Background: an optimization exercise with open tools, aiming at small area, a short achievable clock period and few clock cycles per item. Do not read the settings as production practice. The RTL was checked by simulation tests, not by an equivalence proof against the original design. Power is estimated from default activity; no workload was simulated.

==> design.v <==
module ahb_ml_mac_acc #(
  parameter int DATA_W  = 16,
  parameter int VEC_LEN = 8,
  parameter int ACC_W   = 40
) (
  input  logic        HCLK,
  input  logic        HRESETn,
  input  logic        HSEL,
  input  logic        HREADY,
  input  logic [1:0]  HTRANS,
  input  logic [2:0]  HSIZE,
  input  logic        HWRITE,
  input  logic [31:0] HADDR,
  input  logic [31:0] HWDATA,
  output logic        HREADYOUT,
  output logic [1:0]  HRESP,
  output logic [31:0] HRDATA,
  output logic        IRQ
);
  localparam int SW = 35;    
  logic [DATA_W-1:0] x_q [VEC_LEN];
  logic [DATA_W-1:0] w_q [VEC_LEN];
  logic [VEC_LEN-1:0] vx_q, vw_q;
  logic [3:0]  len_q;
  logic [3:0]  eff_q;
  logic        ie_q, done_q, busy_q, cap_q, restart_q, kill_q, kill2_q, rz_q, irq_q;
  logic        mx_e, mw_e, fnb_q, m_fresh;
  logic [DATA_W-1:0] mx_q, mw_q;
  logic [SW-1:0] s_q;
  logic [SW-1:0] r_q;
  logic [31:0]   hr_q;
  logic [DATA_W-1:0] hx_q;
  logic       sel;
  logic       a_ctrl_n, a_len_n, a_lo_n, a_hi_n, a_x_n, a_w_n;
  logic [2:0] jn;
  logic       t_ctrl, t_len, t_x, t_w, wr_q;
  logic [2:0] j_q;
  assign sel      = HSEL & HREADY & HTRANS[1];
  assign a_ctrl_n = sel & (HADDR[7:0] == 8'h00);
  assign a_len_n  = sel & (HADDR[7:0] == 8'h04);
  assign a_lo_n   = sel & (HADDR[7:0] == 8'h08);
  assign a_hi_n   = sel & (HADDR[7:0] == 8'h0C);
  assign a_x_n    = sel & (HADDR[7:5] == 3'b010) & (HADDR[1:0] == 2'b00);
  assign a_w_n    = sel & (HADDR[7:5] == 3'b100) & (HADDR[1:0] == 2'b00);
  assign jn       = HADDR[4:2];
  logic d_ctrl, d_len, d_lo, d_hi, d_x, d_w;
  assign d_ctrl = (HADDR[7:0] == 8'h00);
  assign d_len  = (HADDR[7:0] == 8'h04);
  assign d_lo   = (HADDR[7:0] == 8'h08);
  assign d_hi   = (HADDR[7:0] == 8'h0C);
  assign d_x    = (HADDR[7:5] == 3'b010) & (HADDR[1:0] == 2'b00);
  assign d_w    = (HADDR[7:5] == 3'b100) & (HADDR[1:0] == 2'b00);
  always_ff @(posedge HCLK or negedge HRESETn) begin
    if (!HRESETn) begin
      t_ctrl <= 1'b0;
      t_len  <= 1'b0;
      t_x    <= 1'b0;
      t_w    <= 1'b0;
      wr_q   <= 1'b0;
      j_q    <= '0;
    end else begin
      t_ctrl <= a_ctrl_n;
      t_len  <= a_len_n;
      t_x    <= a_x_n;
      t_w    <= a_w_n;
      wr_q   <= HWRITE;
      j_q    <= jn;
    end
  end
  logic        ctrl_we, clear_go, start_go, caught_up;
  logic        wx, ww, wop, len_we, restart;
  logic [3:0]  len_wr;
  logic        len_big;
  logic [VEC_LEN-1:0] vx_next, vw_next;
  assign ctrl_we   = wr_q & t_ctrl;
  assign clear_go  = ctrl_we & HWDATA[1];
  assign start_go  = ctrl_we & HWDATA[0] & ~HWDATA[1] & ~busy_q;
  assign caught_up = (eff_q == len_q) & ~restart_q;
  assign wx      = wr_q & t_x & ~busy_q;
  assign ww      = wr_q & t_w & ~busy_q;
  assign wop     = wx | ww;
  assign len_we  = wr_q & t_len & ~busy_q;
  assign len_big = (|HWDATA[31:4]) | (HWDATA[3] & (|HWDATA[2:0]));
  assign len_wr  = len_big ? 4'd8 : HWDATA[3:0];
  always_comb begin
    for (int i = 0; i < VEC_LEN; i++) begin
      vx_next[i] = vx_q[i] | (wx & (j_q == 3'(i)));
      vw_next[i] = vw_q[i] | (ww & (j_q == 3'(i)));
    end
  end
  always_ff @(posedge HCLK) begin
    for (int i = 0; i < VEC_LEN; i++) begin
      if (wx & (j_q == 3'(i)))
        x_q[i] <= HWDATA[DATA_W-1:0];
      if (ww & (j_q == 3'(i)))
        w_q[i] <= HWDATA[DATA_W-1:0];
    end
  end
  always_ff @(posedge HCLK or negedge HRESETn) begin
    if (!HRESETn) begin
      vx_q  <= '0;
      vw_q  <= '0;
      len_q <= '0;
      ie_q  <= 1'b0;
    end else begin
      vx_q <= vx_next;
      vw_q <= vw_next;
      if (len_we)
        len_q <= len_wr;
      if (ctrl_we)
        ie_q <= HWDATA[2];
    end
  end
  logic        step_full, step_busy, step, valid, hold_x, hold_w;
  logic [2:0]  ei;
  logic [DATA_W-1:0] a_in, b_in;
  logic [3:0]  eff_inc, eff_next;
  assign restart   = (wop & ({1'b0, j_q} < eff_q)) | restart_q;
  assign step_full = ~busy_q & ~len_we &
                     (restart ? (wop & (j_q == 3'd0) & (len_q != 4'd0) & fnb_q & m_fresh)
                              : ((eff_q < len_q) & mx_e & mw_e));
  assign step_busy = busy_q & (eff_q < len_q) & mx_e & mw_e;
  assign step      = step_full | step_busy;
  assign hold_x    = busy_q & mx_e & ~step;
  assign hold_w    = busy_q & mw_e & ~step;
  assign ei    = restart ? 3'd0 : eff_q[2:0];
  assign valid = (wx | vx_q[ei]) & (ww | vw_q[ei]);
  assign a_in = wop ? HWDATA[DATA_W-1:0] : mx_q;
  assign b_in = ww ? mx_q : mw_q;
  assign eff_inc  = eff_q + 4'd1;
  logic [7:0] lt_eff;
  always_comb
    for (int v = 0; v < 8; v++)
      lt_eff[v] = (4'(v) < eff_q);
  assign eff_next = restart ? {3'd0, step} : (step ? eff_inc : eff_q);
  logic [7:0] neg_in, one_in, two_in;
  always_comb begin
    for (int k = 0; k < 8; k++) begin
      logic lo;
      lo = (k == 0) ? 1'b0 : b_in[2*k-1];
      neg_in[k] = b_in[2*k+1];
      one_in[k] = b_in[2*k] ^ lo;
      two_in[k] = (b_in[2*k+1] & ~b_in[2*k] & ~lo) | (~b_in[2*k+1] & b_in[2*k] & lo);
    end
  end
  logic [DATA_W-1:0] a1_q;
  logic [7:0]        neg1_q, one1_q, two1_q;
  logic [SW-1:0]     ms, mc, ps_q, pc_q;
  logic [SW-1:0]     s_next;
  always_ff @(posedge HCLK) begin
    a1_q   <= a_in;
    neg1_q <= (step & valid) ? neg_in : 8'd0;
    one1_q <= (step & valid) ? one_in : 8'd0;
    two1_q <= (step & valid) ? two_in : 8'd0;
  end
  mac_booth_csa u_mul (.a(a1_q), .neg_in(neg1_q), .one_in(one1_q),
                       .two_in(two1_q), .s(ms), .c(mc));
  assign s_next = s_q + ps_q + pc_q;
  always_ff @(posedge HCLK) begin
    ps_q <= ms;
    pc_q <= mc;
    s_q  <= kill_q ? '0 : s_next;
  end
  always_ff @(posedge HCLK or negedge HRESETn) begin
    if (!HRESETn) begin
      eff_q     <= '0;
      restart_q <= 1'b0;
      kill_q    <= 1'b1;
      kill2_q   <= 1'b1;
      fnb_q     <= 1'b0;
    end else begin
      fnb_q     <= ~busy_q;
      eff_q     <= eff_next;
      restart_q <= len_we & ~restart_q & ~(|HWDATA[31:3]) & lt_eff[HWDATA[2:0]];
      kill_q    <= restart | kill2_q;
      kill2_q   <= 1'b0;
    end
  end
  logic busy_next, done_next, ie_next, rz_next;
  logic [3:0] len_next;
  assign busy_next = ~clear_go & (start_go | busy_q) & ~caught_up;
  assign done_next = ~clear_go & ((start_go | busy_q) ? caught_up : done_q);
  assign ie_next   = ctrl_we ? HWDATA[2] : ie_q;
  assign len_next  = len_we ? len_wr : len_q;
  assign rz_next   = clear_go | (rz_q & ~cap_q);
  always_ff @(posedge HCLK or negedge HRESETn) begin
    if (!HRESETn) begin
      busy_q <= 1'b0;
      done_q <= 1'b0;
      cap_q  <= 1'b0;
      rz_q   <= 1'b1;
      irq_q  <= 1'b0;
    end else begin
      busy_q <= busy_next;
      done_q <= done_next;
      cap_q  <= ~clear_go & (start_go | busy_q) & caught_up;
      rz_q   <= rz_next;
      irq_q  <= done_next & ie_next;
    end
  end
  always_ff @(posedge HCLK) begin
    if (cap_q & ~clear_go)
      r_q <= s_next;
  end
  logic [2:0]        kx_n, kw_n;
  logic [DATA_W-1:0] xm, wm;
  logic [SW-1:0]     r_next;
  logic rx_n, rw_n;
  assign rx_n = HADDR[6];
  assign rw_n = HADDR[7];
  assign kx_n = (busy_q ? (sel & rx_n & ~rw_n) : (rx_n | rw_n)) ? jn : eff_next[2:0];
  assign kw_n = (busy_q ? (sel & rw_n & ~rx_n) : (rx_n | rw_n)) ? jn : eff_next[2:0];
  logic byp_x, byp_w, rbyp_x, rbyp_w;
  assign byp_x  = wx & (j_q == kx_n);
  assign byp_w  = ww & (j_q == kw_n);
  assign rbyp_x = wx & (j_q == jn);
  assign rbyp_w = ww & (j_q == jn);
  assign xm = rbyp_x ? HWDATA[DATA_W-1:0] : x_q[kx_n];
  assign wm = rbyp_w ? HWDATA[DATA_W-1:0] : w_q[kw_n];
  assign r_next = cap_q ? s_next : r_q;
  always_ff @(posedge HCLK) begin
    mx_q <= hold_x ? mx_q : x_q[kx_n];
    mw_q <= hold_w ? mw_q : w_q[kw_n];
    mx_e <= hold_x | ((kx_n == eff_next[2:0]) & ~byp_x);
    mw_e <= hold_w | ((kw_n == eff_next[2:0]) & ~byp_w);
    m_fresh <= ~(byp_x | byp_w);
    hr_q <= ({32{d_ctrl}} & {28'd0, 1'b0, ie_next, done_next, busy_next}) |
            ({32{d_len}}  & {28'd0, len_next}) |
            ({32{d_lo & ~rz_next}} & r_next[31:0]) |
            ({32{d_hi & ~rz_next}} & {{29{r_next[SW-1]}}, r_next[SW-1:32]});
    hx_q <= ({DATA_W{d_x & vx_next[jn]}} & xm) |
            ({DATA_W{d_w & vw_next[jn]}} & wm);
  end
  assign HRDATA    = hr_q | {{16{hx_q[DATA_W-1]}}, hx_q};
  assign HREADYOUT = 1'b1;
  assign HRESP     = 2'b00;
  assign IRQ       = irq_q;
  logic unused_ok;
  assign unused_ok = ^{HSIZE, HTRANS[0], HADDR[31:8]};
endmodule
module mac_booth_csa (
  input  logic [15:0] a,
  input  logic [7:0] neg_in,
  input  logic [7:0] one_in,
  input  logic [7:0] two_in,
  output logic [34:0] s,
  output logic [34:0] c
);
  logic [7:0] neg, one, two;
  assign neg = neg_in;
  assign one = one_in;
  assign two = two_in;
  logic pp0_0;
  logic pp0_1;
  logic pp0_2;
  logic pp0_3;
  logic pp0_4;
  logic pp0_5;
  logic pp0_6;
  logic pp0_7;
  logic pp0_8;
  logic pp0_9;
  logic pp0_10;
  logic pp0_11;
  logic pp0_12;
  logic pp0_13;
  logic pp0_14;
  logic pp0_15;
  logic pp0_16;
  logic pp0_17;
  logic pp0_17n;
  logic pp1_0;
  logic pp1_1;
  logic pp1_2;
  logic pp1_3;
  logic pp1_4;
  logic pp1_5;
  logic pp1_6;
  logic pp1_7;
  logic pp1_8;
  logic pp1_9;
  logic pp1_10;
  logic pp1_11;
  logic pp1_12;
  logic pp1_13;
  logic pp1_14;
  logic pp1_15;
  logic pp1_16;
  logic pp1_17;
  logic pp1_17n;
  logic pp2_0;
  logic pp2_1;
  logic pp2_2;
  logic pp2_3;
  logic pp2_4;
  logic pp2_5;
  logic pp2_6;
  logic pp2_7;
  logic pp2_8;
  logic pp2_9;
  logic pp2_10;
  logic pp2_11;
  logic pp2_12;
  logic pp2_13;
  logic pp2_14;
  logic pp2_15;
  logic pp2_16;
  logic pp2_17;
  logic pp2_17n;
  logic pp3_0;
  logic pp3_1;
  logic pp3_2;
  logic pp3_3;
  logic pp3_4;
  logic pp3_5;
  logic pp3_6;
  logic pp3_7;
  logic pp3_8;
  logic pp3_9;
  logic pp3_10;
  logic pp3_11;
  logic pp3_12;
  logic pp3_13;
  logic pp3_14;
  logic pp3_15;
  logic pp3_16;
  logic pp3_17;
  logic pp3_17n;
  logic pp4_0;
  logic pp4_1;
  logic pp4_2;
  logic pp4_3;
  logic pp4_4;
  logic pp4_5;
  logic pp4_6;
  logic pp4_7;
  logic pp4_8;
  logic pp4_9;
  logic pp4_10;
  logic pp4_11;
  logic pp4_12;
  logic pp4_13;
  logic pp4_14;
  logic pp4_15;
  logic pp4_16;
  logic pp4_17;
  logic pp4_17n;
  logic pp5_0;
  logic pp5_1;
  logic pp5_2;
  logic pp5_3;
  logic pp5_4;
  logic pp5_5;
  logic pp5_6;
  logic pp5_7;
  logic pp5_8;
  logic pp5_9;
  logic pp5_10;
  logic pp5_11;
  logic pp5_12;
  logic pp5_13;
  logic pp5_14;
  logic pp5_15;
  logic pp5_16;
  logic pp5_17;
  logic pp5_17n;
  logic pp6_0;
  logic pp6_1;
  logic pp6_2;
  logic pp6_3;
  logic pp6_4;
  logic pp6_5;
  logic pp6_6;
  logic pp6_7;
  logic pp6_8;
  logic pp6_9;
  logic pp6_10;
  logic pp6_11;
  logic pp6_12;
  logic pp6_13;
  logic pp6_14;
  logic pp6_15;
  logic pp6_16;
  logic pp6_17;
  logic pp6_17n;
  logic pp7_0;
  logic pp7_1;
  logic pp7_2;
  logic pp7_3;
  logic pp7_4;
  logic pp7_5;
  logic pp7_6;
  logic pp7_7;
  logic pp7_8;
  logic pp7_9;
  logic pp7_10;
  logic pp7_11;
  logic pp7_12;
  logic pp7_13;
  logic pp7_14;
  logic pp7_15;
  logic pp7_16;
  logic pp7_17;
  logic pp7_17n;
  logic s1;
  logic c2;
  logic s3;
  logic c4;
  logic s5;
  logic c6;
  logic s7;
  logic c8;
  logic s9;
  logic c10;
  logic s11;
  logic c12;
  logic s13;
  logic c14;
  logic s15;
  logic c16;
  logic s17;
  logic c18;
  logic s19;
  logic c20;
  logic s21;
  logic c22;
  logic s23;
  logic c24;
  logic s25;
  logic c26;
  logic s27;
  logic c28;
  logic s29;
  logic c30;
  logic s31;
  logic c32;
  logic s33;
  logic c34;
  logic s35;
  logic c36;
  logic s37;
  logic c38;
  logic s39;
  logic c40;
  logic s41;
  logic c42;
  logic s43;
  logic c44;
  logic s45;
  logic c46;
  logic s47;
  logic c48;
  logic s49;
  logic c50;
  logic s51;
  logic c52;
  logic s53;
  logic c54;
  logic s55;
  logic c56;
  logic s57;
  logic c58;
  logic s59;
  logic c60;
  logic s61;
  logic c62;
  logic s63;
  logic c64;
  logic s65;
  logic c66;
  logic s67;
  logic c68;
  logic s69;
  logic c70;
  logic s71;
  logic c72;
  logic s73;
  logic c74;
  logic s75;
  logic c76;
  logic s77;
  logic c78;
  logic s79;
  logic c80;
  logic s81;
  logic c82;
  logic s83;
  logic c84;
  logic s85;
  logic c86;
  logic s87;
  logic c88;
  logic s89;
  logic c90;
  logic s91;
  logic c92;
  logic s93;
  logic c94;
  logic s95;
  logic c96;
  logic s97;
  logic c98;
  logic s99;
  logic c100;
  logic s101;
  logic c102;
  logic s103;
  logic c104;
  logic s105;
  logic c106;
  logic s107;
  logic c108;
  logic s109;
  logic c110;
  logic s111;
  logic c112;
  logic s113;
  logic c114;
  logic s115;
  logic c116;
  logic s117;
  logic c118;
  logic s119;
  logic c120;
  logic s121;
  logic c122;
  logic s123;
  logic c124;
  logic s125;
  logic c126;
  logic s127;
  logic c128;
  logic s129;
  logic c130;
  logic s131;
  logic c132;
  logic s133;
  logic c134;
  logic s135;
  logic c136;
  logic s137;
  logic c138;
  logic s139;
  logic c140;
  logic s141;
  logic c142;
  logic s143;
  logic c144;
  logic s145;
  logic c146;
  logic s147;
  logic c148;
  logic s149;
  logic c150;
  logic s151;
  logic c152;
  logic s153;
  logic c154;
  logic s155;
  logic c156;
  logic s157;
  logic c158;
  logic s159;
  logic c160;
  logic s161;
  logic c162;
  logic s163;
  logic c164;
  logic s165;
  logic c166;
  logic s167;
  logic c168;
  logic s169;
  logic c170;
  logic s171;
  logic c172;
  logic s173;
  logic c174;
  logic s175;
  logic c176;
  logic s177;
  logic c178;
  logic s179;
  logic c180;
  logic s181;
  logic c182;
  logic s183;
  logic c184;
  logic s185;
  logic c186;
  logic s187;
  logic c188;
  logic s189;
  logic c190;
  logic s191;
  logic c192;
  logic s193;
  logic c194;
  logic s195;
  logic c196;
  logic s197;
  logic c198;
  logic s199;
  logic c200;
  logic s201;
  logic c202;
  logic s203;
  logic c204;
  logic s205;
  logic c206;
  logic s207;
  logic c208;
  logic s209;
  logic c210;
  logic s211;
  logic c212;
  logic s213;
  logic c214;
  logic s215;
  logic c216;
  logic s217;
  logic c218;
  logic s219;
  logic c220;
  logic s221;
  logic c222;
  logic s223;
  logic c224;
  logic s225;
  logic c226;
  logic s227;
  logic c228;
  logic s229;
  logic c230;
  logic s231;
  logic c232;
  logic s233;
  logic c234;
  logic s235;
  logic c236;
  logic s237;
  logic c238;
  assign pp0_0 = ((one[0] & a[0]) | (two[0] & 1'b0)) ^ neg[0];
  assign pp0_1 = ((one[0] & a[1]) | (two[0] & a[0])) ^ neg[0];
  assign pp0_2 = ((one[0] & a[2]) | (two[0] & a[1])) ^ neg[0];
  assign pp0_3 = ((one[0] & a[3]) | (two[0] & a[2])) ^ neg[0];
  assign pp0_4 = ((one[0] & a[4]) | (two[0] & a[3])) ^ neg[0];
  assign pp0_5 = ((one[0] & a[5]) | (two[0] & a[4])) ^ neg[0];
  assign pp0_6 = ((one[0] & a[6]) | (two[0] & a[5])) ^ neg[0];
  assign pp0_7 = ((one[0] & a[7]) | (two[0] & a[6])) ^ neg[0];
  assign pp0_8 = ((one[0] & a[8]) | (two[0] & a[7])) ^ neg[0];
  assign pp0_9 = ((one[0] & a[9]) | (two[0] & a[8])) ^ neg[0];
  assign pp0_10 = ((one[0] & a[10]) | (two[0] & a[9])) ^ neg[0];
  assign pp0_11 = ((one[0] & a[11]) | (two[0] & a[10])) ^ neg[0];
  assign pp0_12 = ((one[0] & a[12]) | (two[0] & a[11])) ^ neg[0];
  assign pp0_13 = ((one[0] & a[13]) | (two[0] & a[12])) ^ neg[0];
  assign pp0_14 = ((one[0] & a[14]) | (two[0] & a[13])) ^ neg[0];
  assign pp0_15 = ((one[0] & a[15]) | (two[0] & a[14])) ^ neg[0];
  assign pp0_16 = ((one[0] & a[15]) | (two[0] & a[15])) ^ neg[0];
  assign pp0_17 = ((one[0] & a[15]) | (two[0] & a[15])) ^ neg[0];
  assign pp0_17n = ~pp0_17;
  assign pp1_0 = ((one[1] & a[0]) | (two[1] & 1'b0)) ^ neg[1];
  assign pp1_1 = ((one[1] & a[1]) | (two[1] & a[0])) ^ neg[1];
  assign pp1_2 = ((one[1] & a[2]) | (two[1] & a[1])) ^ neg[1];
  assign pp1_3 = ((one[1] & a[3]) | (two[1] & a[2])) ^ neg[1];
  assign pp1_4 = ((one[1] & a[4]) | (two[1] & a[3])) ^ neg[1];
  assign pp1_5 = ((one[1] & a[5]) | (two[1] & a[4])) ^ neg[1];
  assign pp1_6 = ((one[1] & a[6]) | (two[1] & a[5])) ^ neg[1];
  assign pp1_7 = ((one[1] & a[7]) | (two[1] & a[6])) ^ neg[1];
  assign pp1_8 = ((one[1] & a[8]) | (two[1] & a[7])) ^ neg[1];
  assign pp1_9 = ((one[1] & a[9]) | (two[1] & a[8])) ^ neg[1];
  assign pp1_10 = ((one[1] & a[10]) | (two[1] & a[9])) ^ neg[1];
  assign pp1_11 = ((one[1] & a[11]) | (two[1] & a[10])) ^ neg[1];
  assign pp1_12 = ((one[1] & a[12]) | (two[1] & a[11])) ^ neg[1];
  assign pp1_13 = ((one[1] & a[13]) | (two[1] & a[12])) ^ neg[1];
  assign pp1_14 = ((one[1] & a[14]) | (two[1] & a[13])) ^ neg[1];
  assign pp1_15 = ((one[1] & a[15]) | (two[1] & a[14])) ^ neg[1];
  assign pp1_16 = ((one[1] & a[15]) | (two[1] & a[15])) ^ neg[1];
  assign pp1_17 = ((one[1] & a[15]) | (two[1] & a[15])) ^ neg[1];
  assign pp1_17n = ~pp1_17;
  assign pp2_0 = ((one[2] & a[0]) | (two[2] & 1'b0)) ^ neg[2];
  assign pp2_1 = ((one[2] & a[1]) | (two[2] & a[0])) ^ neg[2];
  assign pp2_2 = ((one[2] & a[2]) | (two[2] & a[1])) ^ neg[2];
  assign pp2_3 = ((one[2] & a[3]) | (two[2] & a[2])) ^ neg[2];
  assign pp2_4 = ((one[2] & a[4]) | (two[2] & a[3])) ^ neg[2];
  assign pp2_5 = ((one[2] & a[5]) | (two[2] & a[4])) ^ neg[2];
  assign pp2_6 = ((one[2] & a[6]) | (two[2] & a[5])) ^ neg[2];
  assign pp2_7 = ((one[2] & a[7]) | (two[2] & a[6])) ^ neg[2];
  assign pp2_8 = ((one[2] & a[8]) | (two[2] & a[7])) ^ neg[2];
  assign pp2_9 = ((one[2] & a[9]) | (two[2] & a[8])) ^ neg[2];
  assign pp2_10 = ((one[2] & a[10]) | (two[2] & a[9])) ^ neg[2];
  assign pp2_11 = ((one[2] & a[11]) | (two[2] & a[10])) ^ neg[2];
  assign pp2_12 = ((one[2] & a[12]) | (two[2] & a[11])) ^ neg[2];
  assign pp2_13 = ((one[2] & a[13]) | (two[2] & a[12])) ^ neg[2];
  assign pp2_14 = ((one[2] & a[14]) | (two[2] & a[13])) ^ neg[2];
  assign pp2_15 = ((one[2] & a[15]) | (two[2] & a[14])) ^ neg[2];
  assign pp2_16 = ((one[2] & a[15]) | (two[2] & a[15])) ^ neg[2];
  assign pp2_17 = ((one[2] & a[15]) | (two[2] & a[15])) ^ neg[2];
  assign pp2_17n = ~pp2_17;
  assign pp3_0 = ((one[3] & a[0]) | (two[3] & 1'b0)) ^ neg[3];
  assign pp3_1 = ((one[3] & a[1]) | (two[3] & a[0])) ^ neg[3];
  assign pp3_2 = ((one[3] & a[2]) | (two[3] & a[1])) ^ neg[3];
  assign pp3_3 = ((one[3] & a[3]) | (two[3] & a[2])) ^ neg[3];
  assign pp3_4 = ((one[3] & a[4]) | (two[3] & a[3])) ^ neg[3];
  assign pp3_5 = ((one[3] & a[5]) | (two[3] & a[4])) ^ neg[3];
  assign pp3_6 = ((one[3] & a[6]) | (two[3] & a[5])) ^ neg[3];
  assign pp3_7 = ((one[3] & a[7]) | (two[3] & a[6])) ^ neg[3];
  assign pp3_8 = ((one[3] & a[8]) | (two[3] & a[7])) ^ neg[3];
  assign pp3_9 = ((one[3] & a[9]) | (two[3] & a[8])) ^ neg[3];
  assign pp3_10 = ((one[3] & a[10]) | (two[3] & a[9])) ^ neg[3];
  assign pp3_11 = ((one[3] & a[11]) | (two[3] & a[10])) ^ neg[3];
  assign pp3_12 = ((one[3] & a[12]) | (two[3] & a[11])) ^ neg[3];
  assign pp3_13 = ((one[3] & a[13]) | (two[3] & a[12])) ^ neg[3];
  assign pp3_14 = ((one[3] & a[14]) | (two[3] & a[13])) ^ neg[3];
  assign pp3_15 = ((one[3] & a[15]) | (two[3] & a[14])) ^ neg[3];
  assign pp3_16 = ((one[3] & a[15]) | (two[3] & a[15])) ^ neg[3];
  assign pp3_17 = ((one[3] & a[15]) | (two[3] & a[15])) ^ neg[3];
  assign pp3_17n = ~pp3_17;
  assign pp4_0 = ((one[4] & a[0]) | (two[4] & 1'b0)) ^ neg[4];
  assign pp4_1 = ((one[4] & a[1]) | (two[4] & a[0])) ^ neg[4];
  assign pp4_2 = ((one[4] & a[2]) | (two[4] & a[1])) ^ neg[4];
  assign pp4_3 = ((one[4] & a[3]) | (two[4] & a[2])) ^ neg[4];
  assign pp4_4 = ((one[4] & a[4]) | (two[4] & a[3])) ^ neg[4];
  assign pp4_5 = ((one[4] & a[5]) | (two[4] & a[4])) ^ neg[4];
  assign pp4_6 = ((one[4] & a[6]) | (two[4] & a[5])) ^ neg[4];
  assign pp4_7 = ((one[4] & a[7]) | (two[4] & a[6])) ^ neg[4];
  assign pp4_8 = ((one[4] & a[8]) | (two[4] & a[7])) ^ neg[4];
  assign pp4_9 = ((one[4] & a[9]) | (two[4] & a[8])) ^ neg[4];
  assign pp4_10 = ((one[4] & a[10]) | (two[4] & a[9])) ^ neg[4];
  assign pp4_11 = ((one[4] & a[11]) | (two[4] & a[10])) ^ neg[4];
  assign pp4_12 = ((one[4] & a[12]) | (two[4] & a[11])) ^ neg[4];
  assign pp4_13 = ((one[4] & a[13]) | (two[4] & a[12])) ^ neg[4];
  assign pp4_14 = ((one[4] & a[14]) | (two[4] & a[13])) ^ neg[4];
  assign pp4_15 = ((one[4] & a[15]) | (two[4] & a[14])) ^ neg[4];
  assign pp4_16 = ((one[4] & a[15]) | (two[4] & a[15])) ^ neg[4];
  assign pp4_17 = ((one[4] & a[15]) | (two[4] & a[15])) ^ neg[4];
  assign pp4_17n = ~pp4_17;
  assign pp5_0 = ((one[5] & a[0]) | (two[5] & 1'b0)) ^ neg[5];
  assign pp5_1 = ((one[5] & a[1]) | (two[5] & a[0])) ^ neg[5];
  assign pp5_2 = ((one[5] & a[2]) | (two[5] & a[1])) ^ neg[5];
  assign pp5_3 = ((one[5] & a[3]) | (two[5] & a[2])) ^ neg[5];
  assign pp5_4 = ((one[5] & a[4]) | (two[5] & a[3])) ^ neg[5];
  assign pp5_5 = ((one[5] & a[5]) | (two[5] & a[4])) ^ neg[5];
  assign pp5_6 = ((one[5] & a[6]) | (two[5] & a[5])) ^ neg[5];
  assign pp5_7 = ((one[5] & a[7]) | (two[5] & a[6])) ^ neg[5];
  assign pp5_8 = ((one[5] & a[8]) | (two[5] & a[7])) ^ neg[5];
  assign pp5_9 = ((one[5] & a[9]) | (two[5] & a[8])) ^ neg[5];
  assign pp5_10 = ((one[5] & a[10]) | (two[5] & a[9])) ^ neg[5];
  assign pp5_11 = ((one[5] & a[11]) | (two[5] & a[10])) ^ neg[5];
  assign pp5_12 = ((one[5] & a[12]) | (two[5] & a[11])) ^ neg[5];
  assign pp5_13 = ((one[5] & a[13]) | (two[5] & a[12])) ^ neg[5];
  assign pp5_14 = ((one[5] & a[14]) | (two[5] & a[13])) ^ neg[5];
  assign pp5_15 = ((one[5] & a[15]) | (two[5] & a[14])) ^ neg[5];
  assign pp5_16 = ((one[5] & a[15]) | (two[5] & a[15])) ^ neg[5];
  assign pp5_17 = ((one[5] & a[15]) | (two[5] & a[15])) ^ neg[5];
  assign pp5_17n = ~pp5_17;
  assign pp6_0 = ((one[6] & a[0]) | (two[6] & 1'b0)) ^ neg[6];
  assign pp6_1 = ((one[6] & a[1]) | (two[6] & a[0])) ^ neg[6];
  assign pp6_2 = ((one[6] & a[2]) | (two[6] & a[1])) ^ neg[6];
  assign pp6_3 = ((one[6] & a[3]) | (two[6] & a[2])) ^ neg[6];
  assign pp6_4 = ((one[6] & a[4]) | (two[6] & a[3])) ^ neg[6];
  assign pp6_5 = ((one[6] & a[5]) | (two[6] & a[4])) ^ neg[6];
  assign pp6_6 = ((one[6] & a[6]) | (two[6] & a[5])) ^ neg[6];
  assign pp6_7 = ((one[6] & a[7]) | (two[6] & a[6])) ^ neg[6];
  assign pp6_8 = ((one[6] & a[8]) | (two[6] & a[7])) ^ neg[6];
  assign pp6_9 = ((one[6] & a[9]) | (two[6] & a[8])) ^ neg[6];
  assign pp6_10 = ((one[6] & a[10]) | (two[6] & a[9])) ^ neg[6];
  assign pp6_11 = ((one[6] & a[11]) | (two[6] & a[10])) ^ neg[6];
  assign pp6_12 = ((one[6] & a[12]) | (two[6] & a[11])) ^ neg[6];
  assign pp6_13 = ((one[6] & a[13]) | (two[6] & a[12])) ^ neg[6];
  assign pp6_14 = ((one[6] & a[14]) | (two[6] & a[13])) ^ neg[6];
  assign pp6_15 = ((one[6] & a[15]) | (two[6] & a[14])) ^ neg[6];
  assign pp6_16 = ((one[6] & a[15]) | (two[6] & a[15])) ^ neg[6];
  assign pp6_17 = ((one[6] & a[15]) | (two[6] & a[15])) ^ neg[6];
  assign pp6_17n = ~pp6_17;
  assign pp7_0 = ((one[7] & a[0]) | (two[7] & 1'b0)) ^ neg[7];
  assign pp7_1 = ((one[7] & a[1]) | (two[7] & a[0])) ^ neg[7];
  assign pp7_2 = ((one[7] & a[2]) | (two[7] & a[1])) ^ neg[7];
  assign pp7_3 = ((one[7] & a[3]) | (two[7] & a[2])) ^ neg[7];
  assign pp7_4 = ((one[7] & a[4]) | (two[7] & a[3])) ^ neg[7];
  assign pp7_5 = ((one[7] & a[5]) | (two[7] & a[4])) ^ neg[7];
  assign pp7_6 = ((one[7] & a[6]) | (two[7] & a[5])) ^ neg[7];
  assign pp7_7 = ((one[7] & a[7]) | (two[7] & a[6])) ^ neg[7];
  assign pp7_8 = ((one[7] & a[8]) | (two[7] & a[7])) ^ neg[7];
  assign pp7_9 = ((one[7] & a[9]) | (two[7] & a[8])) ^ neg[7];
  assign pp7_10 = ((one[7] & a[10]) | (two[7] & a[9])) ^ neg[7];
  assign pp7_11 = ((one[7] & a[11]) | (two[7] & a[10])) ^ neg[7];
  assign pp7_12 = ((one[7] & a[12]) | (two[7] & a[11])) ^ neg[7];
  assign pp7_13 = ((one[7] & a[13]) | (two[7] & a[12])) ^ neg[7];
  assign pp7_14 = ((one[7] & a[14]) | (two[7] & a[13])) ^ neg[7];
  assign pp7_15 = ((one[7] & a[15]) | (two[7] & a[14])) ^ neg[7];
  assign pp7_16 = ((one[7] & a[15]) | (two[7] & a[15])) ^ neg[7];
  assign pp7_17 = ((one[7] & a[15]) | (two[7] & a[15])) ^ neg[7];
  assign pp7_17n = ~pp7_17;
  assign s1 = pp0_10 ^ pp1_8;
  assign c2 = pp0_10 & pp1_8;
  assign s3 = pp0_11 ^ pp1_9;
  assign c4 = pp0_11 & pp1_9;
  assign s5 = pp0_12 ^ pp1_10 ^ pp2_8;
  assign c6 = (pp0_12 & pp1_10) | (pp0_12 & pp2_8) | (pp1_10 & pp2_8);
  assign s7 = pp3_6 ^ pp4_4;
  assign c8 = pp3_6 & pp4_4;
  assign s9 = pp0_13 ^ pp1_11 ^ pp2_9;
  assign c10 = (pp0_13 & pp1_11) | (pp0_13 & pp2_9) | (pp1_11 & pp2_9);
  assign s11 = pp3_7 ^ pp4_5;
  assign c12 = pp3_7 & pp4_5;
  assign s13 = pp0_14 ^ pp1_12 ^ pp2_10;
  assign c14 = (pp0_14 & pp1_12) | (pp0_14 & pp2_10) | (pp1_12 & pp2_10);
  assign s15 = pp3_8 ^ pp4_6 ^ pp5_4;
  assign c16 = (pp3_8 & pp4_6) | (pp3_8 & pp5_4) | (pp4_6 & pp5_4);
  assign s17 = pp6_2 ^ pp7_0;
  assign c18 = pp6_2 & pp7_0;
  assign s19 = pp0_15 ^ pp1_13 ^ pp2_11;
  assign c20 = (pp0_15 & pp1_13) | (pp0_15 & pp2_11) | (pp1_13 & pp2_11);
  assign s21 = pp3_9 ^ pp4_7 ^ pp5_5;
  assign c22 = (pp3_9 & pp4_7) | (pp3_9 & pp5_5) | (pp4_7 & pp5_5);
  assign s23 = pp6_3 ^ pp7_1;
  assign c24 = pp6_3 & pp7_1;
  assign s25 = pp0_16 ^ pp1_14 ^ pp2_12;
  assign c26 = (pp0_16 & pp1_14) | (pp0_16 & pp2_12) | (pp1_14 & pp2_12);
  assign s27 = pp3_10 ^ pp4_8 ^ pp5_6;
  assign c28 = (pp3_10 & pp4_8) | (pp3_10 & pp5_6) | (pp4_8 & pp5_6);
  assign s29 = pp6_4 ^ pp7_2;
  assign c30 = pp6_4 & pp7_2;
  assign s31 = 1'b1 ^ pp0_17n ^ pp1_15;
  assign c32 = (1'b1 & pp0_17n) | (1'b1 & pp1_15) | (pp0_17n & pp1_15);
  assign s33 = pp2_13 ^ pp3_11 ^ pp4_9;
  assign c34 = (pp2_13 & pp3_11) | (pp2_13 & pp4_9) | (pp3_11 & pp4_9);
  assign s35 = pp5_7 ^ pp6_5 ^ pp7_3;
  assign c36 = (pp5_7 & pp6_5) | (pp5_7 & pp7_3) | (pp6_5 & pp7_3);
  assign s37 = 1'b1 ^ pp1_16 ^ pp2_14;
  assign c38 = (1'b1 & pp1_16) | (1'b1 & pp2_14) | (pp1_16 & pp2_14);
  assign s39 = pp3_12 ^ pp4_10 ^ pp5_8;
  assign c40 = (pp3_12 & pp4_10) | (pp3_12 & pp5_8) | (pp4_10 & pp5_8);
  assign s41 = pp6_6 ^ pp7_4;
  assign c42 = pp6_6 & pp7_4;
  assign s43 = pp1_17n ^ pp2_15 ^ pp3_13;
  assign c44 = (pp1_17n & pp2_15) | (pp1_17n & pp3_13) | (pp2_15 & pp3_13);
  assign s45 = pp4_11 ^ pp5_9 ^ pp6_7;
  assign c46 = (pp4_11 & pp5_9) | (pp4_11 & pp6_7) | (pp5_9 & pp6_7);
  assign s47 = 1'b1 ^ pp2_16 ^ pp3_14;
  assign c48 = (1'b1 & pp2_16) | (1'b1 & pp3_14) | (pp2_16 & pp3_14);
  assign s49 = pp4_12 ^ pp5_10;
  assign c50 = pp4_12 & pp5_10;
  assign s51 = pp2_17n ^ pp3_15 ^ pp4_13;
  assign c52 = (pp2_17n & pp3_15) | (pp2_17n & pp4_13) | (pp3_15 & pp4_13);
  assign s53 = 1'b1 ^ pp3_16;
  assign c54 = 1'b1 & pp3_16;
  assign s55 = pp0_6 ^ pp1_4;
  assign c56 = pp0_6 & pp1_4;
  assign s57 = pp0_7 ^ pp1_5;
  assign c58 = pp0_7 & pp1_5;
  assign s59 = pp0_8 ^ pp1_6 ^ pp2_4;
  assign c60 = (pp0_8 & pp1_6) | (pp0_8 & pp2_4) | (pp1_6 & pp2_4);
  assign s61 = pp3_2 ^ pp4_0;
  assign c62 = pp3_2 & pp4_0;
  assign s63 = pp0_9 ^ pp1_7 ^ pp2_5;
  assign c64 = (pp0_9 & pp1_7) | (pp0_9 & pp2_5) | (pp1_7 & pp2_5);
  assign s65 = pp3_3 ^ pp4_1;
  assign c66 = pp3_3 & pp4_1;
  assign s67 = s1 ^ pp2_6 ^ pp3_4;
  assign c68 = (s1 & pp2_6) | (s1 & pp3_4) | (pp2_6 & pp3_4);
  assign s69 = pp4_2 ^ pp5_0 ^ neg[5];
  assign c70 = (pp4_2 & pp5_0) | (pp4_2 & neg[5]) | (pp5_0 & neg[5]);
  assign s71 = c2 ^ s3 ^ pp2_7;
  assign c72 = (c2 & s3) | (c2 & pp2_7) | (s3 & pp2_7);
  assign s73 = pp3_5 ^ pp4_3 ^ pp5_1;
  assign c74 = (pp3_5 & pp4_3) | (pp3_5 & pp5_1) | (pp4_3 & pp5_1);
  assign s75 = c4 ^ s5 ^ s7;
  assign c76 = (c4 & s5) | (c4 & s7) | (s5 & s7);
  assign s77 = pp5_2 ^ pp6_0 ^ neg[6];
  assign c78 = (pp5_2 & pp6_0) | (pp5_2 & neg[6]) | (pp6_0 & neg[6]);
  assign s79 = c6 ^ c8 ^ s9;
  assign c80 = (c6 & c8) | (c6 & s9) | (c8 & s9);
  assign s81 = s11 ^ pp5_3 ^ pp6_1;
  assign c82 = (s11 & pp5_3) | (s11 & pp6_1) | (pp5_3 & pp6_1);
  assign s83 = c10 ^ c12 ^ s13;
  assign c84 = (c10 & c12) | (c10 & s13) | (c12 & s13);
  assign s85 = s15 ^ s17 ^ neg[7];
  assign c86 = (s15 & s17) | (s15 & neg[7]) | (s17 & neg[7]);
  assign s87 = c14 ^ c16 ^ c18;
  assign c88 = (c14 & c16) | (c14 & c18) | (c16 & c18);
  assign s89 = s19 ^ s21 ^ s23;
  assign c90 = (s19 & s21) | (s19 & s23) | (s21 & s23);
  assign s91 = c20 ^ c22 ^ c24;
  assign c92 = (c20 & c22) | (c20 & c24) | (c22 & c24);
  assign s93 = s25 ^ s27 ^ s29;
  assign c94 = (s25 & s27) | (s25 & s29) | (s27 & s29);
  assign s95 = c26 ^ c28 ^ c30;
  assign c96 = (c26 & c28) | (c26 & c30) | (c28 & c30);
  assign s97 = s31 ^ s33 ^ s35;
  assign c98 = (s31 & s33) | (s31 & s35) | (s33 & s35);
  assign s99 = c32 ^ c34 ^ c36;
  assign c100 = (c32 & c34) | (c32 & c36) | (c34 & c36);
  assign s101 = s37 ^ s39 ^ s41;
  assign c102 = (s37 & s39) | (s37 & s41) | (s39 & s41);
  assign s103 = c38 ^ c40 ^ c42;
  assign c104 = (c38 & c40) | (c38 & c42) | (c40 & c42);
  assign s105 = s43 ^ s45 ^ pp7_5;
  assign c106 = (s43 & s45) | (s43 & pp7_5) | (s45 & pp7_5);
  assign s107 = c44 ^ c46 ^ s47;
  assign c108 = (c44 & c46) | (c44 & s47) | (c46 & s47);
  assign s109 = s49 ^ pp6_8 ^ pp7_6;
  assign c110 = (s49 & pp6_8) | (s49 & pp7_6) | (pp6_8 & pp7_6);
  assign s111 = c48 ^ c50 ^ s51;
  assign c112 = (c48 & c50) | (c48 & s51) | (c50 & s51);
  assign s113 = pp5_11 ^ pp6_9 ^ pp7_7;
  assign c114 = (pp5_11 & pp6_9) | (pp5_11 & pp7_7) | (pp6_9 & pp7_7);
  assign s115 = c52 ^ s53 ^ pp4_14;
  assign c116 = (c52 & s53) | (c52 & pp4_14) | (s53 & pp4_14);
  assign s117 = pp5_12 ^ pp6_10 ^ pp7_8;
  assign c118 = (pp5_12 & pp6_10) | (pp5_12 & pp7_8) | (pp6_10 & pp7_8);
  assign s119 = c54 ^ pp3_17n ^ pp4_15;
  assign c120 = (c54 & pp3_17n) | (c54 & pp4_15) | (pp3_17n & pp4_15);
  assign s121 = pp5_13 ^ pp6_11 ^ pp7_9;
  assign c122 = (pp5_13 & pp6_11) | (pp5_13 & pp7_9) | (pp6_11 & pp7_9);
  assign s123 = 1'b1 ^ pp4_16 ^ pp5_14;
  assign c124 = (1'b1 & pp4_16) | (1'b1 & pp5_14) | (pp4_16 & pp5_14);
  assign s125 = pp6_12 ^ pp7_10;
  assign c126 = pp6_12 & pp7_10;
  assign s127 = pp4_17n ^ pp5_15 ^ pp6_13;
  assign c128 = (pp4_17n & pp5_15) | (pp4_17n & pp6_13) | (pp5_15 & pp6_13);
  assign s129 = 1'b1 ^ pp5_16;
  assign c130 = 1'b1 & pp5_16;
  assign s131 = pp0_4 ^ pp1_2;
  assign c132 = pp0_4 & pp1_2;
  assign s133 = pp0_5 ^ pp1_3;
  assign c134 = pp0_5 & pp1_3;
  assign s135 = s55 ^ pp2_2 ^ pp3_0;
  assign c136 = (s55 & pp2_2) | (s55 & pp3_0) | (pp2_2 & pp3_0);
  assign s137 = c56 ^ s57 ^ pp2_3;
  assign c138 = (c56 & s57) | (c56 & pp2_3) | (s57 & pp2_3);
  assign s139 = c58 ^ s59 ^ s61;
  assign c140 = (c58 & s59) | (c58 & s61) | (s59 & s61);
  assign s141 = c60 ^ c62 ^ s63;
  assign c142 = (c60 & c62) | (c60 & s63) | (c62 & s63);
  assign s143 = c64 ^ c66 ^ s67;
  assign c144 = (c64 & c66) | (c64 & s67) | (c66 & s67);
  assign s145 = c68 ^ c70 ^ s71;
  assign c146 = (c68 & c70) | (c68 & s71) | (c70 & s71);
  assign s147 = c72 ^ c74 ^ s75;
  assign c148 = (c72 & c74) | (c72 & s75) | (c74 & s75);
  assign s149 = c76 ^ c78 ^ s79;
  assign c150 = (c76 & c78) | (c76 & s79) | (c78 & s79);
  assign s151 = c80 ^ c82 ^ s83;
  assign c152 = (c80 & c82) | (c80 & s83) | (c82 & s83);
  assign s153 = c84 ^ c86 ^ s87;
  assign c154 = (c84 & c86) | (c84 & s87) | (c86 & s87);
  assign s155 = c88 ^ c90 ^ s91;
  assign c156 = (c88 & c90) | (c88 & s91) | (c90 & s91);
  assign s157 = c92 ^ c94 ^ s95;
  assign c158 = (c92 & c94) | (c92 & s95) | (c94 & s95);
  assign s159 = c96 ^ c98 ^ s99;
  assign c160 = (c96 & c98) | (c96 & s99) | (c98 & s99);
  assign s161 = c100 ^ c102 ^ s103;
  assign c162 = (c100 & c102) | (c100 & s103) | (c102 & s103);
  assign s163 = c104 ^ c106 ^ s107;
  assign c164 = (c104 & c106) | (c104 & s107) | (c106 & s107);
  assign s165 = c108 ^ c110 ^ s111;
  assign c166 = (c108 & c110) | (c108 & s111) | (c110 & s111);
  assign s167 = c112 ^ c114 ^ s115;
  assign c168 = (c112 & c114) | (c112 & s115) | (c114 & s115);
  assign s169 = c116 ^ c118 ^ s119;
  assign c170 = (c116 & c118) | (c116 & s119) | (c118 & s119);
  assign s171 = c120 ^ c122 ^ s123;
  assign c172 = (c120 & c122) | (c120 & s123) | (c122 & s123);
  assign s173 = c124 ^ c126 ^ s127;
  assign c174 = (c124 & c126) | (c124 & s127) | (c126 & s127);
  assign s175 = c128 ^ s129 ^ pp6_14;
  assign c176 = (c128 & s129) | (c128 & pp6_14) | (s129 & pp6_14);
  assign s177 = c130 ^ pp5_17n ^ pp6_15;
  assign c178 = (c130 & pp5_17n) | (c130 & pp6_15) | (pp5_17n & pp6_15);
  assign s179 = 1'b1 ^ pp6_16;
  assign c180 = 1'b1 & pp6_16;
  assign s181 = pp0_2 ^ pp1_0;
  assign c182 = pp0_2 & pp1_0;
  assign s183 = pp0_3 ^ pp1_1;
  assign c184 = pp0_3 & pp1_1;
  assign s185 = s131 ^ pp2_0 ^ neg[2];
  assign c186 = (s131 & pp2_0) | (s131 & neg[2]) | (pp2_0 & neg[2]);
  assign s187 = c132 ^ s133 ^ pp2_1;
  assign c188 = (c132 & s133) | (c132 & pp2_1) | (s133 & pp2_1);
  assign s189 = c134 ^ s135 ^ neg[3];
  assign c190 = (c134 & s135) | (c134 & neg[3]) | (s135 & neg[3]);
  assign s191 = c136 ^ s137 ^ pp3_1;
  assign c192 = (c136 & s137) | (c136 & pp3_1) | (s137 & pp3_1);
  assign s193 = c138 ^ s139 ^ neg[4];
  assign c194 = (c138 & s139) | (c138 & neg[4]) | (s139 & neg[4]);
  assign s195 = c140 ^ s141 ^ s65;
  assign c196 = (c140 & s141) | (c140 & s65) | (s141 & s65);
  assign s197 = c142 ^ s143 ^ s69;
  assign c198 = (c142 & s143) | (c142 & s69) | (s143 & s69);
  assign s199 = c144 ^ s145 ^ s73;
  assign c200 = (c144 & s145) | (c144 & s73) | (s145 & s73);
  assign s201 = c146 ^ s147 ^ s77;
  assign c202 = (c146 & s147) | (c146 & s77) | (s147 & s77);
  assign s203 = c148 ^ s149 ^ s81;
  assign c204 = (c148 & s149) | (c148 & s81) | (s149 & s81);
  assign s205 = c150 ^ s151 ^ s85;
  assign c206 = (c150 & s151) | (c150 & s85) | (s151 & s85);
  assign s207 = c152 ^ s153 ^ s89;
  assign c208 = (c152 & s153) | (c152 & s89) | (s153 & s89);
  assign s209 = c154 ^ s155 ^ s93;
  assign c210 = (c154 & s155) | (c154 & s93) | (s155 & s93);
  assign s211 = c156 ^ s157 ^ s97;
  assign c212 = (c156 & s157) | (c156 & s97) | (s157 & s97);
  assign s213 = c158 ^ s159 ^ s101;
  assign c214 = (c158 & s159) | (c158 & s101) | (s159 & s101);
  assign s215 = c160 ^ s161 ^ s105;
  assign c216 = (c160 & s161) | (c160 & s105) | (s161 & s105);
  assign s217 = c162 ^ s163 ^ s109;
  assign c218 = (c162 & s163) | (c162 & s109) | (s163 & s109);
  assign s219 = c164 ^ s165 ^ s113;
  assign c220 = (c164 & s165) | (c164 & s113) | (s165 & s113);
  assign s221 = c166 ^ s167 ^ s117;
  assign c222 = (c166 & s167) | (c166 & s117) | (s167 & s117);
  assign s223 = c168 ^ s169 ^ s121;
  assign c224 = (c168 & s169) | (c168 & s121) | (s169 & s121);
  assign s225 = c170 ^ s171 ^ s125;
  assign c226 = (c170 & s171) | (c170 & s125) | (s171 & s125);
  assign s227 = c172 ^ s173 ^ pp7_11;
  assign c228 = (c172 & s173) | (c172 & pp7_11) | (s173 & pp7_11);
  assign s229 = c174 ^ s175 ^ pp7_12;
  assign c230 = (c174 & s175) | (c174 & pp7_12) | (s175 & pp7_12);
  assign s231 = c176 ^ s177 ^ pp7_13;
  assign c232 = (c176 & s177) | (c176 & pp7_13) | (s177 & pp7_13);
  assign s233 = c178 ^ s179 ^ pp7_14;
  assign c234 = (c178 & s179) | (c178 & pp7_14) | (s179 & pp7_14);
  assign s235 = c180 ^ pp6_17n ^ pp7_15;
  assign c236 = (c180 & pp6_17n) | (c180 & pp7_15) | (pp6_17n & pp7_15);
  assign s237 = 1'b1 ^ pp7_16;
  assign c238 = 1'b1 & pp7_16;
  assign s[0] = pp0_0;
  assign c[0] = neg[0];
  assign s[1] = pp0_1;
  assign c[1] = 1'b0;
  assign s[2] = s181;
  assign c[2] = neg[1];
  assign s[3] = c182;
  assign c[3] = s183;
  assign s[4] = c184;
  assign c[4] = s185;
  assign s[5] = c186;
  assign c[5] = s187;
  assign s[6] = c188;
  assign c[6] = s189;
  assign s[7] = c190;
  assign c[7] = s191;
  assign s[8] = c192;
  assign c[8] = s193;
  assign s[9] = c194;
  assign c[9] = s195;
  assign s[10] = c196;
  assign c[10] = s197;
  assign s[11] = c198;
  assign c[11] = s199;
  assign s[12] = c200;
  assign c[12] = s201;
  assign s[13] = c202;
  assign c[13] = s203;
  assign s[14] = c204;
  assign c[14] = s205;
  assign s[15] = c206;
  assign c[15] = s207;
  assign s[16] = c208;
  assign c[16] = s209;
  assign s[17] = c210;
  assign c[17] = s211;
  assign s[18] = c212;
  assign c[18] = s213;
  assign s[19] = c214;
  assign c[19] = s215;
  assign s[20] = c216;
  assign c[20] = s217;
  assign s[21] = c218;
  assign c[21] = s219;
  assign s[22] = c220;
  assign c[22] = s221;
  assign s[23] = c222;
  assign c[23] = s223;
  assign s[24] = c224;
  assign c[24] = s225;
  assign s[25] = c226;
  assign c[25] = s227;
  assign s[26] = c228;
  assign c[26] = s229;
  assign s[27] = c230;
  assign c[27] = s231;
  assign s[28] = c232;
  assign c[28] = s233;
  assign s[29] = c234;
  assign c[29] = s235;
  assign s[30] = c236;
  assign c[30] = s237;
  assign s[31] = c238;
  assign c[31] = pp7_17n;
  assign s[32] = 1'b1;
  assign c[32] = 1'b0;
  assign s[33] = 1'b1;
  assign c[33] = 1'b0;
  assign s[34] = 1'b1;
  assign c[34] = 1'b0;
endmodule
==> flow/run.sh <==
#!/bin/bash
# The standard ORFS layout (standard.sh: the standard synthesis, then
# floorplan, placement, CTS and routing), with two changes to how it is made:
#  - repair_timing is asked to leave setup slack beyond the clock period
#    (SETUP_SLACK_MARGIN, in ns), so it sizes the paths for speed;
#  - every port still gets a buffer, but a plain buf_2 instead of the delay
#    cell buffer_ports picks by default.
# The SDC, the clock period and all other settings are the standard flow's.
set -euo pipefail
MARGIN=${MARGIN:-7.25}
bash standard.sh SETUP_SLACK_MARGIN=$MARGIN \
  "BUFFER_PORTS_ARGS=-buffer_cell sky130_fd_sc_hd__buf_2" \
  finish > flow_make.log 2>&1
==> standard.sh <==
#!/bin/bash
# synth_recipe.tcl (not shown) runs the flow's synth.tcl, then flattens the netlist and writes it again
# the make line also repeats each setting of config.mk as NAME=value (left out here)
make -C /OpenROAD-flow-scripts/flow DESIGN_CONFIG=/design/flow/config.mk WORK_HOME=/design/flow/orfs CLKGATE_MAP_FILE= SYNTH_SCRIPT=/design/flow/synth_recipe.tcl "${@:-finish}"
==> config.mk <==
export PLATFORM = sky130hd
export DESIGN_NAME = ahb_ml_mac_acc
export DESIGN_NICKNAME = ahb_ml_mac_acc
export VERILOG_FILES = /design/flow/design.v
export SDC_FILE = /design/flow/constraint.sdc
export NUM_CORES = 4
export LEC_CHECK = 0
export ABC_AREA = 1
export CAP_MARGIN = 10
export CORE_MARGIN = 2
export CORE_UTILIZATION = 70
export CTS_CLUSTER_DIAMETER = 60
export CTS_CLUSTER_SIZE = 35
export SLEW_MARGIN = 10
==> constraint.sdc <==
create_clock -name core_clock -period 11.0 [get_ports {HCLK}]
set_input_delay 2.2000 -clock core_clock [delete_from_list [all_inputs] [get_ports {HCLK}]]
set_output_delay 2.2000 -clock core_clock [all_outputs]
set_load 0.01 [all_outputs]
==> results_dict.tcl, run 1 <==
set metrics [dict create \
    outcome "finished clean" \
    r2r-end "pc_q[14]$_DFF_P_" \
    grt_pass1_vias 21200 \
    drive_gt1_frac 0.129 \
    grt_antenna_before_repair 0 \
    h-tree-depth 2 \
    viasPerCell 6.26 \
    seqPwrFrac 0.412 \
    ff2ff_setup_slack_ns 7.34 \
    cts-root-buf "clkbuf_16" \
    numCtsBuffers 38 \
    cts_sinks 553 \
    coreArea_um2 40600 \
    clockBufferDepth 3 \
    drc 0 \
    setup_tns_ns 0 \
    place.gp.congestion 0.977 \
    final_cell_mix "365 x nand2_1, 343 x inv_1, 323 x edfxtp_1" \
    finalPower_mw 6.07 \
    wl_um 80300 \
    worst_pin_slew_ns 0.978 \
    die_h_um 206 \
    place_inst 3383 \
    min_to "vw_q[3]$_DFF_PN0_" \
    hold_path_startpoint "vw_q[3]$_DFF_PN0_" \
    numPortBuffers 78 \
    synth.area.top_cells "edfxtp_1 34%, dfxtp_1 13%, fa_1 8.3%" \
    cts_tree "yes" \
    ff2ff_path_depth 9 \
    fillers 2629 \
    num_rows 74 \
    routedWlPerCell_um 23.0 \
    die_area_um2 42500 \
    ioPinCount 110 \
    p_leak_nw 14.1 \
    async_flop_share 0.0759 \
    syn_area_per_cell_um2 9.95 \
    dp_hpwl_um 54000 \
    dp_slack_ns 5.92 \
    layout_min_cycle_time_ns 3.84 \
    irDropWorstVdd_v 0.000197 \
    yosys_warnings 3 \
    swShare 0.388 \
    p_per_area_nw_per_um2 193 \
    startpoint_type "input port" \
    hp-class "register to register" \
    vias 21900 \
    die_w_um 206 \
    syn_inst 2878 \
    first_pass_iters 7 \
    crit_fanout 24 \
    final_common_cell "nand2_1" \
    p_int_mw 3.72 \
    power_switching_mw 2.35 \
    drtIter0Drc 2485 \
    ys_seq_area_frac 0.507 \
    synth_edf_count 323 \
    grt_pass1_wl_um 120000 \
    overflow 0 \
    grt_max_degree 51 \
    power_frac_clock 0.260 \
    min_path_cells 1 \
    crit_required_ns 11.49 \
    ant_nets 0 \
    synth_cell_type_count 51 \
    antenna_cells 0 \
    worstSkewPairLatency_ns 0.62 \
    worstPathArrival_ns 4.33 \
    synth-main-ff-cell "edfxtp_1" \
    min_period_over_period 0.349 \
    nNetsFinal 3187 \
    timing.rr.start "a1_q[9]$_DFF_P_" \
    path_clk_slew_ns 0.10 \
    ys_ff_latch 553 \
    p_comb_frac 0.327 \
    netlist_area_um2 28600 \
    cp-startpoint "HREADY" \
    final_hold_viol_count 0 \
    max_freq_ghz 0.261 \
    crit_type "input port to register" \
    grt_usage 0.378 \
    fin_ws_ns 7.16 \
    synth_top_area_cell "edfxtp_1" \
    endpoint_kind "register" \
    grt_setup_unrepaired "true" \
    max_slew_margin 0.348 \
    initial_core_util 0.706 \
    fin_skew_ns 0.0340 \
    syn_to_final_growth_pct 10.1 \
    synth_top_area_share 0.339 \
    final-setup-viol-count 0 \
    slew_viol_final 0 \
    maxCapViolCount 0 \
    stdcell_count 3492 \
]
## logic make-up (layout without fill, tap and decap cells)
| family | Yosys count | after routing | share of synthesized area |
|---|---|---|---|
| AO/OA/AOI/OAI | 399 | 399 | 0.0792 |
| XOR/XNOR | 173 | 173 | 0.0529 |
| AND/OR/NAND/NOR | 1066 | 1073 | 0.173 |
| other | 2 | 4 | 0.000262 |
| buffers and inverters | 493 | 566 | 0.0727 |
| multiplexers | 9 | 9 | 0.00315 |
| flip-flops | 553 | 553 | 0.507 |
| adder cells (fa/ha/maj) | 183 | 183 | 0.111 |
## registers in the layout, indices dropped and copies added, names as in the netlist, 3 cells and up
register / count
pc_q: 30
mw_q: 16
hr_q: 32
ps_q: 32
two1_q: 8
vx_q: 8
r_q: 35
eff_q: 4
a1_q: 16
mx_q: 16
s_q: 35
j_q: 3
neg1_q: 8
vw_q: 8
one1_q: 8
hx_q: 16
x_q: 128
len_q: 4
w_q: 128
## per-stage QoR
| stage | instance area [µm²] | util | hold slack (ns) |
|---|---|---|---|
| 2_1_floorplan | 28600 | - | 0.329 |
| 3_3_place_gp | 29200 | 0.720 | 0.450 |
| 3_5_place_dp | 29200 | 0.720 | 0.465 |
| 4_1_cts | 31100 | 0.767 | 0.485 |
| 5_1_grt | 31500 | 0.777 | 0.498 |
| 6_report | 31500 | 0.777 | 0.491 |
## Yosys cell counts (all sizes together) (79+ instances only)
cell,number
a21oi,79
dfxtp,188
edfxtp,323
fa,119
inv,353
nand2,401
nand3,108
nand4,183
nor2,282
o21ai,158
o22ai,123
xor2,158
## power groups by stage
stage	clock [mW]	sequential, mW	combinational (mW)
2_1_floorplan	0	2.48	1.27
3_3_place_gp	0	2.54	1.72
3_5_place_dp	0	2.55	1.75
4_1_cts	1.59	2.50	1.87
5_1_grt	1.66	2.51	2.16
6_report	1.58	2.50	1.99
## how the worst max path moves through the flow
stage	slack, ns	cells after the start	to
6_report	7.16	15	hx_q[1]$_DFF_P_
5_1_grt	7.15	15	hx_q[1]$_DFF_P_
4_1_cts	7.20	15	hx_q[1]$_DFF_P_
3_5_place_dp	5.92	15	hx_q[1]$_DFF_P_
3_3_place_gp	5.92	15	hx_q[1]$_DFF_P_
2_1_floorplan	7.27	12	hr_q[17]$_DFF_P_
## metal layers
| layer | track usage | part of all wire |
|---|---|---|
| met2 | 0.640 | 0.49 |
| met4 | 0.210 | 0.066 |
| met3 | 0.0613 | 0.090 |
| met5 | 0 | 0 |
| met1 | 0.465 | 0.36 |
## critical path, cell delays in order
cell	delay, ns
buf_6	0.08
nand3_4	0.08
o21ai_2	0.16
nand2_2	0.13
inv_4	0.12
nand2_1	0.10
nand2_1	0.11
nand2_1	0.09
buf_12	0.18
nand3_4	0.15
o21ai_1	0.09
nor2_2	0.19
nand4_1	0.33
nand2_1	0.19
nand2_2	0.10
## layout make-up
cell class	count	area, µm²	area share
clock inverters	32	457	0.0145
inverters	353	1330	0.0423
multi-input cells	1841	12400	0.395
well taps	532	666	0.0211
repair buffers	143	1160	0.0368
flip-flops and latches	553	14500	0.461
clock buffers	38	951	0.0302
## repair_timing
item | CTS | global route
hold buffers | 0 | 0
setup buffers | 9 | 15
cloned | 9 | 6
endpoints found under the setup margin | 91 | 61
pin swaps | 15 | 31
resized for setup | 56 | 65
Testbench counts, summed over its fixed seeds: cycles 28,076, items 2,000.
==> run 2: changes to the inputs <==
--- a/config.mk
+++ b/config.mk
@@ -9,6 +9,6 @@
 export CAP_MARGIN = 10
 export CORE_MARGIN = 2
 export CORE_UTILIZATION = 70
-export CTS_CLUSTER_DIAMETER = 60
-export CTS_CLUSTER_SIZE = 35
+export CTS_CLUSTER_DIAMETER = 50
+export CTS_CLUSTER_SIZE = 30
 export SLEW_MARGIN = 10
==> run 2 against run 1 <==
  * Still clean
  * Sequential cell count is the same
  * Global-route usage up 0.14 points
  * Critical path depth rose by 1
  * Sequential share of layout area down 0.52 points
  * Wire length increased by 2.5%
  * Area after synthesis stayed put
  * Critical path type unchanged
  * Critical endpoint is now hx_q[0]$_DFF_P_
==> results_dict.tcl, run 2 <==
set metrics [dict create \
    outcome "finished clean" \
    die_area_um2 42500 \
    slew_viol_final 0 \
    cts_tree "yes" \
    startpoint_type "input port" \
    synth_top_family_by_area "simple AND/OR/NAND/NOR gates" \
    path_clk_slew_ns 0.08 \
    die_w_um 206 \
    cts_sinks 553 \
    viasPerCell 6.29 \
    drtIter0Drc 2510 \
    seq_area_um2 14500 \
    h-tree-depth 2 \
    stdcell_area_um2 31900 \
    synthSimpleGateAreaFrac 0.173 \
    num_rows 74 \
    grt_pass1_vias 21400 \
    place_area_um2 29200 \
    top_regs "w_q (128), x_q (128)" \
    yosys_warnings 3 \
    synthAdderAreaFrac 0.111 \
    die_h_um 206 \
    endpoint_kind "register" \
    grt_usage 0.380 \
    final_hold_viol_count 0 \
    syn_area_per_cell_um2 9.95 \
    hp-class "register to register" \
    grt_pass1_wl_um 120000 \
    synthTopCellsByCount "383 x nand2_1, 346 x inv_1, 323 x edfxtp_1" \
    worstPathArrival_ns 4.34 \
    finalPower_mw 6.24 \
    numPortBuffers 78 \
    ant_nets 0 \
    synth.most_common_cell "nand2_1" \
    crit_required_ns 11.48 \
    worst_pin_slew_ns 0.997 \
    antenna_cells 0 \
    p_per_area_nw_per_um2 196 \
    synth_xor_area_frac 0.0529 \
    wl_um 82400 \
    syn_inst 2878 \
    synth_edf_count 323 \
    max_slew_margin 0.336 \
    crit_fanout 7 \
    synth.area.mux_share 0.00315 \
    multi_input_area_um2 12500 \
    drc 0 \
    dp_hpwl_um 54000 \
    numCtsBuffers 43 \
    irDropWorstVdd_v 0.000191 \
    setup_tns_ns 0 \
    routedWlPerCell_um 23.4 \
    ioPinCount 110 \
    async_flop_share 0.0759 \
    final_core_util 0.786 \
    ys_seq_area_frac 0.507 \
    drive_gt1_frac 0.139 \
    grt_max_degree 51 \
    crit_type "input port to register" \
    synth_top_area_cell "edfxtp_1" \
    postCtsHoldBufs 0 \
    grt_setup_unrepaired "true" \
    max_freq_ghz 0.259 \
    maxCapViolCount 0 \
    nNetsFinal 3204 \
    place.gp.congestion 0.977 \
    fillers 2524 \
    ys_ff_latch 553 \
    final-setup-viol-count 0 \
    cts-root-buf "clkbuf_16" \
    vias 22100 \
    fin_skew_ns 0.0309 \
    syn_to_final_growth_pct 11.4 \
    p_leak_nw 14.3 \
    coreArea_um2 40600 \
    synth-main-ff-cell "edfxtp_1" \
    synth_cell_type_count 51 \
    min_period_over_period 0.351 \
    final_common_cell "nand2_1" \
    grt_antenna_before_repair 0 \
    synth.area.top_cells "edfxtp_1 34%, dfxtp_1 13%, fa_1 8.3%" \
    synth_compound_area_frac 0.0792 \
    layout_min_cycle_time_ns 3.86 \
    synth_top_area_share 0.339 \
    initial_core_util 0.706 \
    netlist_area_um2 28600 \
    overflow 0 \
    first_pass_iters 6 \
    worstSkewPairLatency_ns 0.61 \
    clockBufferDepth 3 \
    final_cell_mix "363 x nand2_1, 342 x inv_1, 323 x edfxtp_1" \
]
[run 2: cell type report]
class	count	share of cell area
multi-input combinational	1840	0.392
sequential	553	0.455
clock inverter	32	0.0142
tap	532	0.0209
clock buffer	47	0.0349
timing repair buffer	156	0.0408
inverter	353	0.0420
[run 2: cells by family after synthesis]
| group | count (synthesis) |
|---|---|
| and+or+nand+nor | 1066 |
| DFF | 553 |
| buffers and inverters | 493 |
| AOI/OAI and AO/OA | 399 |
| adders and majority gates | 183 |
| xor gates and xnor gates | 173 |
| muxes | 9 |
| other | 2 |
[run 2: routing by layer]
metal,part of all wire,vias up,track usage
met2,0.49,1401,0.641
met4,0.069,0,0.209
met1,0.35,10500,0.467
met5,0,-,0
li1,-,9874,-
met3,0.092,299,0.0642
[run 2: critical path, stage by stage]
cell and delay [ns]:
buf_2 0.10, nand3_4 0.09, o21ai_4 0.18, nand2_4 0.11
inv_6 0.10, nand2_2 0.08, nand2_4 0.10, nand2_8 0.10
buf_12 0.17, nand3_4 0.12, buf_12 0.11, o21ai_1 0.06
nor2_2 0.23, nand4_1 0.27, nand2_1 0.18, nand2_2 0.11
[run 2: final timing paths]
kind | start | endpoint | slack, ns | cells past startpoint
min in group asynchronous | HRESETn | vw_q[5]$_DFF_PN0_ | 1.77 | 1
max in group asynchronous | HRESETn | len_q[3]$_DFF_PN0_ | 8.62 | 1
max | HSEL | hx_q[0]$_DFF_P_ | 7.14 | 16
max reg2reg | a1_q[9]$_DFF_P_ | pc_q[14]$_DFF_P_ | 7.33 | 9
min | vx_q[4]$_DFF_PN0_ | vx_q[4]$_DFF_PN0_ | 0.49 | 1
min reg2reg | vx_q[4]$_DFF_PN0_ | vx_q[4]$_DFF_PN0_ | 0.49 | 1
[run 2: timing repair]
item | in CTS | in global routing
buffers inserted | 16 | 19
pin swaps | 17 | 34
cloned | 9 | 7
endpoints found under the setup margin | 93 | 77
resized for setup | 65 | 77
[run 2: metrics by stage]
| step | instances | hold WS, ns | worst slack (ns) |
|---|---|---|---|
| 3_3_place_gp | 3383 | 0.450 | 5.92 |
| 3_5_place_dp | 3383 | 0.465 | 5.92 |
| 2_1_floorplan | 2880 | 0.329 | 7.27 |
| 6_report | 3513 | 0.487 | 7.14 |
| 4_1_cts | 3487 | 0.483 | 7.17 |
| 5_1_grt | 3513 | 0.497 | 7.18 |
[run 2: power breakdown]
group	switching, mW	internal (mW)	leakage, nW	total (mW)
sequential	0.115	2.39	5.01	2.50
combinational	1.40	0.631	8.53	2.03
clock	0.856	0.848	0.740	1.70

separate check: timing with driven ports:
In the flow no input, the clock included, has a driving cell. The finished layouts below were timed again as built, in two steps.
Step 1 assumes that a clkbuf_16 drives the clock port and a buf_2 every other input.
Step 2 times the ports against the registers' clock, not the clock port: input delays grow and output delays shrink by t, the midpoint of the rising clock arrivals with the driver on.
a / b / c = ideal ports / drivers / drivers and shift; a / b = the first two.
run | t, ns | setup WS [ns] | clock arrival spread, ns | worst data-port slew with drivers (ns)
run 1 | 0.660 | 7.162 / 7.184 / 6.524 | 0.034 / 0.034 | 0.04
run 2 | 0.651 | 7.143 / 7.162 / 6.510 | 0.031 / 0.031 | 0.06
After both steps every run listed still meets setup and hold. The setup slack of run 1, which loses most, moves by +0.022 ns with the drivers and by -0.638 ns with both steps.
